Context: an optimization exercise on an open-source flow, tuned for small area, a short achievable clock period and few clock cycles. The choices shown serve that exercise and are no tape-out recipe.
RTL that was checked went through simulation tests only; none was proved equivalent to the original.
Power and IR drop assume default switching activity.

## lane 1
==> flow/design.v <==
module rab_inv_range_ctrl #(
   parameter int unsigned AW               = 32,
   parameter int unsigned N_SLICES         = 16,
   parameter int unsigned L2_N_SETS        = 32,
   parameter int unsigned L2_N_SET_ENTRIES = 32,
   parameter int unsigned PG_BITS          = 12
) (
   input  logic                                              Clk_CI,
   input  logic                                              Rst_RI,
   input  logic [AW-1:0]                                     AwAddr_DI,
   input  logic                                              AwValid_SI,
   output logic                                              AwReady_SO,
   input  logic [AW-1:0]                                     WData_DI,
   input  logic                                              WValid_SI,
   output logic                                              WReady_SO,
   output logic [1:0]                                        BResp_DO,
   output logic                                              BValid_SO,
   input  logic                                              BReady_SI,
   input  logic [N_SLICES*AW-1:0]                            L1First_DI,
   input  logic [N_SLICES*AW-1:0]                            L1Last_DI,
   output logic [N_SLICES-1:0]                               L1Inv_SO,
   output logic [$clog2(L2_N_SETS*L2_N_SET_ENTRIES)-1:0]     L2Addr_DO,
   output logic                                              L2Rd_SO,
   input  logic [AW-PG_BITS-1:0]                             L2RdVpn_DI,
   input  logic                                              L2RdValid_DI,
   output logic                                              L2ClrValid_SO,
   output logic                                              Busy_SO
);
   localparam int unsigned N_ENTRIES = L2_N_SETS * L2_N_SET_ENTRIES;
   localparam int unsigned IW        = $clog2(N_ENTRIES);
   localparam logic [IW-1:0] SWEEP_FIRST = '0;
   localparam logic [IW-1:0] SWEEP_LAST  = IW'(1) << (IW-1);
   function automatic logic [IW-1:0] nxt(input logic [IW-1:0] s);
      nxt = {s[IW-2:0], s[IW-1] ^ s[6] ^ (s[IW-2:0] == '0)};
   endfunction
   function automatic logic [IW-1:0] prv(input logic [IW-1:0] s);
      prv = {s[0] ^ s[7] ^ (s[IW-1:1] == '0), s[IW-1:1]};
   endfunction
   logic              aw_held_q, w_held_q;    
   logic              a10_q, a18_q;           
   logic [AW-1:0]     wdata_q;                
   logic [AW-1:0]     lo_q;
   logic [AW-1:0]     x1_q, x2_q;             
   logic              busy_q;                 
   logic [N_SLICES+1:0] l1_q;                 
   logic              ov_q;                   
   logic              l2_q;                   
   logic              resp_q;                 
   logic              err_q;                  
   logic [IW-1:0]     ra_q;                   
   logic              rdp_q;                  
   logic              p2_q;                   
   logic              vv_q;                   
   logic              hq_q;                   
   logic              dn_q;                   
   logic              idle, exec, aw_rdy, w_rdy, b_fire;
   logic              rd, hit, start_l1, le, ge, l2_end;
   logic [AW-1:0]     x1, x2;
   logic [IW-1:0]     ca;
   logic              unused_addr;
   assign unused_addr = ^AwAddr_DI[AW-1:8];
   assign idle   = !busy_q;
   assign exec   = idle && aw_held_q && w_held_q;
   assign aw_rdy = !Rst_RI && idle && !aw_held_q;
   assign w_rdy  = !Rst_RI && idle && !w_held_q;
   assign b_fire = resp_q && BReady_SI;
   always_comb begin
      x1 = idle ? lo_q : '0;
      x2 = '0;
      if (rdp_q) begin
         x1 = x1 | {L2RdVpn_DI, {PG_BITS{1'b0}}};
         x2 = x2 | {L2RdVpn_DI, {PG_BITS{1'b1}}};
      end
      for (int unsigned i = 0; i < N_SLICES; i++) begin
         x1 = x1 | (L1First_DI[i*AW +: AW] & {AW{l1_q[i]}});
         x2 = x2 | (L1Last_DI[i*AW +: AW]  & {AW{l1_q[i]}});
      end
   end
   assign le = (x1_q <= wdata_q);
   assign ge = (x2_q >= lo_q);
   assign start_l1 = exec && a18_q && le;         
   assign rd       = l2_q && !hq_q && !dn_q;
   assign hit      = p2_q && vv_q && le && ge;
   assign l2_end   = l2_q && dn_q && !rdp_q && !hit;
   always_comb begin
      ca = prv(ra_q);
      if (rdp_q) ca = prv(ca);
      if (p2_q)  ca = prv(ca);
   end
   assign AwReady_SO    = aw_rdy;
   assign WReady_SO     = w_rdy;
   assign BValid_SO     = resp_q;
   assign BResp_DO      = {err_q, 1'b0};
   assign Busy_SO       = busy_q;
   assign L1Inv_SO      = l1_q[N_SLICES+1:2] & {N_SLICES{ov_q}};
   assign L2Rd_SO       = rd;
   assign L2ClrValid_SO = hq_q;
   assign L2Addr_DO     = hq_q ? ca : ra_q;
   always_ff @(posedge Clk_CI or posedge Rst_RI) begin
      if (Rst_RI) begin
         aw_held_q <= 1'b0;
         w_held_q  <= 1'b0;
         lo_q      <= '0;
         busy_q    <= 1'b0;
         l1_q      <= '0;
         l2_q      <= 1'b0;
         resp_q    <= 1'b0;
         err_q     <= 1'b0;
         ra_q      <= SWEEP_FIRST;
         rdp_q     <= 1'b0;
         p2_q      <= 1'b0;
         hq_q      <= 1'b0;
         dn_q      <= 1'b0;
      end else begin
         if (exec) begin
            aw_held_q <= 1'b0;
            w_held_q  <= 1'b0;
            busy_q    <= 1'b1;
            err_q     <= a18_q && !le;
            resp_q    <= !start_l1;
            if (a10_q) lo_q <= wdata_q;
         end else begin
            if (AwValid_SI && aw_rdy) aw_held_q <= 1'b1;
            if (WValid_SI && w_rdy)   w_held_q  <= 1'b1;
            if (b_fire) begin
               busy_q <= 1'b0;
               resp_q <= 1'b0;
            end
            if (l2_end) resp_q <= 1'b1;
         end
         l1_q  <= {l1_q[N_SLICES:0], start_l1};
         rdp_q <= rd;
         p2_q  <= rdp_q;
         hq_q  <= hit;
         if (rd) ra_q <= nxt(ra_q);
         if (l1_q[N_SLICES-2]) l2_q <= 1'b1;
         else if (l2_end)      l2_q <= 1'b0;
         dn_q  <= l2_q && (dn_q || (rd && ra_q == SWEEP_LAST));
      end
   end
   always_ff @(posedge Clk_CI) begin
      x1_q <= x1;
      x2_q <= x2;
      vv_q <= L2RdValid_DI;
      ov_q <= le && ge;
      if (AwValid_SI && aw_rdy) begin
         a10_q <= (AwAddr_DI[7:0] == 8'h10);
         a18_q <= (AwAddr_DI[7:0] == 8'h18);
      end
      if (WValid_SI && w_rdy) wdata_q <= WData_DI;
   end
endmodule
clock: 7.0 ns
lec_check: 0
abc_clock_period_in_ps: 3000
cap_margin: 20
core_area: 5 5 395 395
die_area: 0 0 400 400
setup_slack_margin: 4
slew_margin: 20
standard.sh (not shown) runs the stock make flow with config.mk's settings and CLKGATE_MAP_FILE= SYNTH_SCRIPT=/design/flow/synth_recipe.tcl, a recipe that flattens the netlist after the stock synthesis.
==> flow/flow/run.sh <==
#!/bin/bash
# Standard layout, with the port buffers made from the smallest buffer cell.
set -euo pipefail
export BUFFER_PORTS_ARGS="-buffer_cell sky130_fd_sc_hd__buf_1"
bash standard.sh > standard.log 2>&1
Input changes introduced in lane 2 (baseline for comparison: lane 1):
--- a/flow/design.v
+++ b/flow/design.v
@@ -30,27 +30,24 @@
    localparam int unsigned IW        = $clog2(N_ENTRIES);
    localparam logic [IW-1:0] SWEEP_FIRST = '0;
    localparam logic [IW-1:0] SWEEP_LAST  = IW'(1) << (IW-1);
    function automatic logic [IW-1:0] nxt(input logic [IW-1:0] s);
       nxt = {s[IW-2:0], s[IW-1] ^ s[6] ^ (s[IW-2:0] == '0)};
    endfunction
-   function automatic logic [IW-1:0] prv(input logic [IW-1:0] s);
-      prv = {s[0] ^ s[7] ^ (s[IW-1:1] == '0), s[IW-1:1]};
-   endfunction
    logic              aw_held_q, w_held_q;    
    logic              a10_q, a18_q;           
    logic [AW-1:0]     wdata_q;                
    logic [AW-1:0]     lo_q;
    logic [AW-1:0]     x1_q, x2_q;             
    logic              busy_q;                 
    logic [N_SLICES+1:0] l1_q;                 
    logic              ov_q;                   
    logic              l2_q;                   
    logic              resp_q;                 
    logic              err_q;                  
-   logic [IW-1:0]     ra_q;                   
+   logic [IW+2:0]     ra_q;                   
    logic              rdp_q;                  
    logic              p2_q;                   
    logic              vv_q;                   
    logic              hq_q;                   
    logic              dn_q;                   
    logic              idle, exec, aw_rdy, w_rdy, b_fire;
@@ -80,36 +77,38 @@
    assign ge = (x2_q >= lo_q);
    assign start_l1 = exec && a18_q && le;         
    assign rd       = l2_q && !hq_q && !dn_q;
    assign hit      = p2_q && vv_q && le && ge;
    assign l2_end   = l2_q && dn_q && !rdp_q && !hit;
    always_comb begin
-      ca = prv(ra_q);
-      if (rdp_q) ca = prv(ca);
-      if (p2_q)  ca = prv(ca);
+      unique case ({rdp_q, p2_q})
+         2'b00:   ca = ra_q[IW:1];
+         2'b11:   ca = ra_q[IW+2:3];
+         default: ca = ra_q[IW+1:2];
+      endcase
    end
    assign AwReady_SO    = aw_rdy;
    assign WReady_SO     = w_rdy;
    assign BValid_SO     = resp_q;
    assign BResp_DO      = {err_q, 1'b0};
    assign Busy_SO       = busy_q;
    assign L1Inv_SO      = l1_q[N_SLICES+1:2] & {N_SLICES{ov_q}};
    assign L2Rd_SO       = rd;
    assign L2ClrValid_SO = hq_q;
-   assign L2Addr_DO     = hq_q ? ca : ra_q;
+   assign L2Addr_DO     = hq_q ? ca : ra_q[IW-1:0];
    always_ff @(posedge Clk_CI or posedge Rst_RI) begin
       if (Rst_RI) begin
          aw_held_q <= 1'b0;
          w_held_q  <= 1'b0;
          lo_q      <= '0;
          busy_q    <= 1'b0;
          l1_q      <= '0;
          l2_q      <= 1'b0;
          resp_q    <= 1'b0;
          err_q     <= 1'b0;
-         ra_q      <= SWEEP_FIRST;
+         ra_q      <= {3'b000, SWEEP_FIRST};
          rdp_q     <= 1'b0;
          p2_q      <= 1'b0;
          hq_q      <= 1'b0;
          dn_q      <= 1'b0;
       end else begin
          if (exec) begin
@@ -129,16 +128,16 @@
             if (l2_end) resp_q <= 1'b1;
          end
          l1_q  <= {l1_q[N_SLICES:0], start_l1};
          rdp_q <= rd;
          p2_q  <= rdp_q;
          hq_q  <= hit;
-         if (rd) ra_q <= nxt(ra_q);
+         if (rd) ra_q <= {ra_q[IW+1:IW-1], nxt(ra_q[IW-1:0])};
          if (l1_q[N_SLICES-2]) l2_q <= 1'b1;
          else if (l2_end)      l2_q <= 1'b0;
-         dn_q  <= l2_q && (dn_q || (rd && ra_q == SWEEP_LAST));
+         dn_q  <= l2_q && (dn_q || (rd && ra_q[IW-1:0] == SWEEP_LAST));
       end
    end
    always_ff @(posedge Clk_CI) begin
       x1_q <= x1;
       x2_q <= x2;
       vv_q <= L2RdValid_DI;
==> summary.txt <==
- Lane 2 went all the way through synthesis, placement and routing and the layout is clean on timing, DRC and antenna.
- Lane 1: PASS, flow complete, no timing, DRC or antenna violations
- Comparing lane 1 and lane 2, number of global-route vias before repair is higher on lane 2.
- Compared to lane 1, lane 2 has worst slack after detailed placement 320 ps higher.
- Compared with lane 1, in lane 2 synthesis-to-layout area growth increased 1.7 points; worst slack on hold paths increased 24 ps; number of multi-input logic gates decreased about 2%; total power consumption of the routed design increased about 240%.
- In the flow results for lane 1 and lane 2, the number of sinks on the clock net is smaller on lane 1.
- In the flow results for lane 1 and lane 2, the worst path arrival time is smaller on lane 2.
- Delta (lane 2 minus lane 1): register-to-register slack saw an increase; maximum ir drop on the vdd rail saw an increase; adder and majority cell fraction of the synthesized area saw an increase.
- Non-clock buffer instance count of the final layout across lane 1 and lane 2: no real change.
Testbench counts of lane 2, summed over its fixed seeds: cycles 102,010.
For lane 1, only the layout was checked, not whether the RTL still works.

==> separate check: timing with driven ports <==
The flow's constraints put no driver on any port. The routed layouts listed below were extracted and timed again, unchanged, in two steps.
Step 1: set_driving_cell puts a clkbuf_16 on Clk_CI and a buf_2 on each other input, an assumption about the parent block.
Step 2 times the ports against the registers' clock, not the clock port: input delays grow and output delays shrink by t, the midpoint of the rising clock arrivals with the driver on.
Slacks: no drivers / after step 1 / after step 2; pairs: no drivers / after step 1.
run	shift t [ns]	setup slack, ns	worst setup path after step 2	worst slew at a driven data input, ns	cell pins on the clock port's net
lane 1	0.566	2.615 / 2.548 / 3.114	register to output	0.36	1
lane 2	0.600	3.557 / 3.478 / 3.554	input to register	0.40	1
After both steps every run listed still meets setup and hold. For lane 2, which loses most, drivers alone change the setup slack by -0.079 ns; drivers and shift together by -0.003 ns.
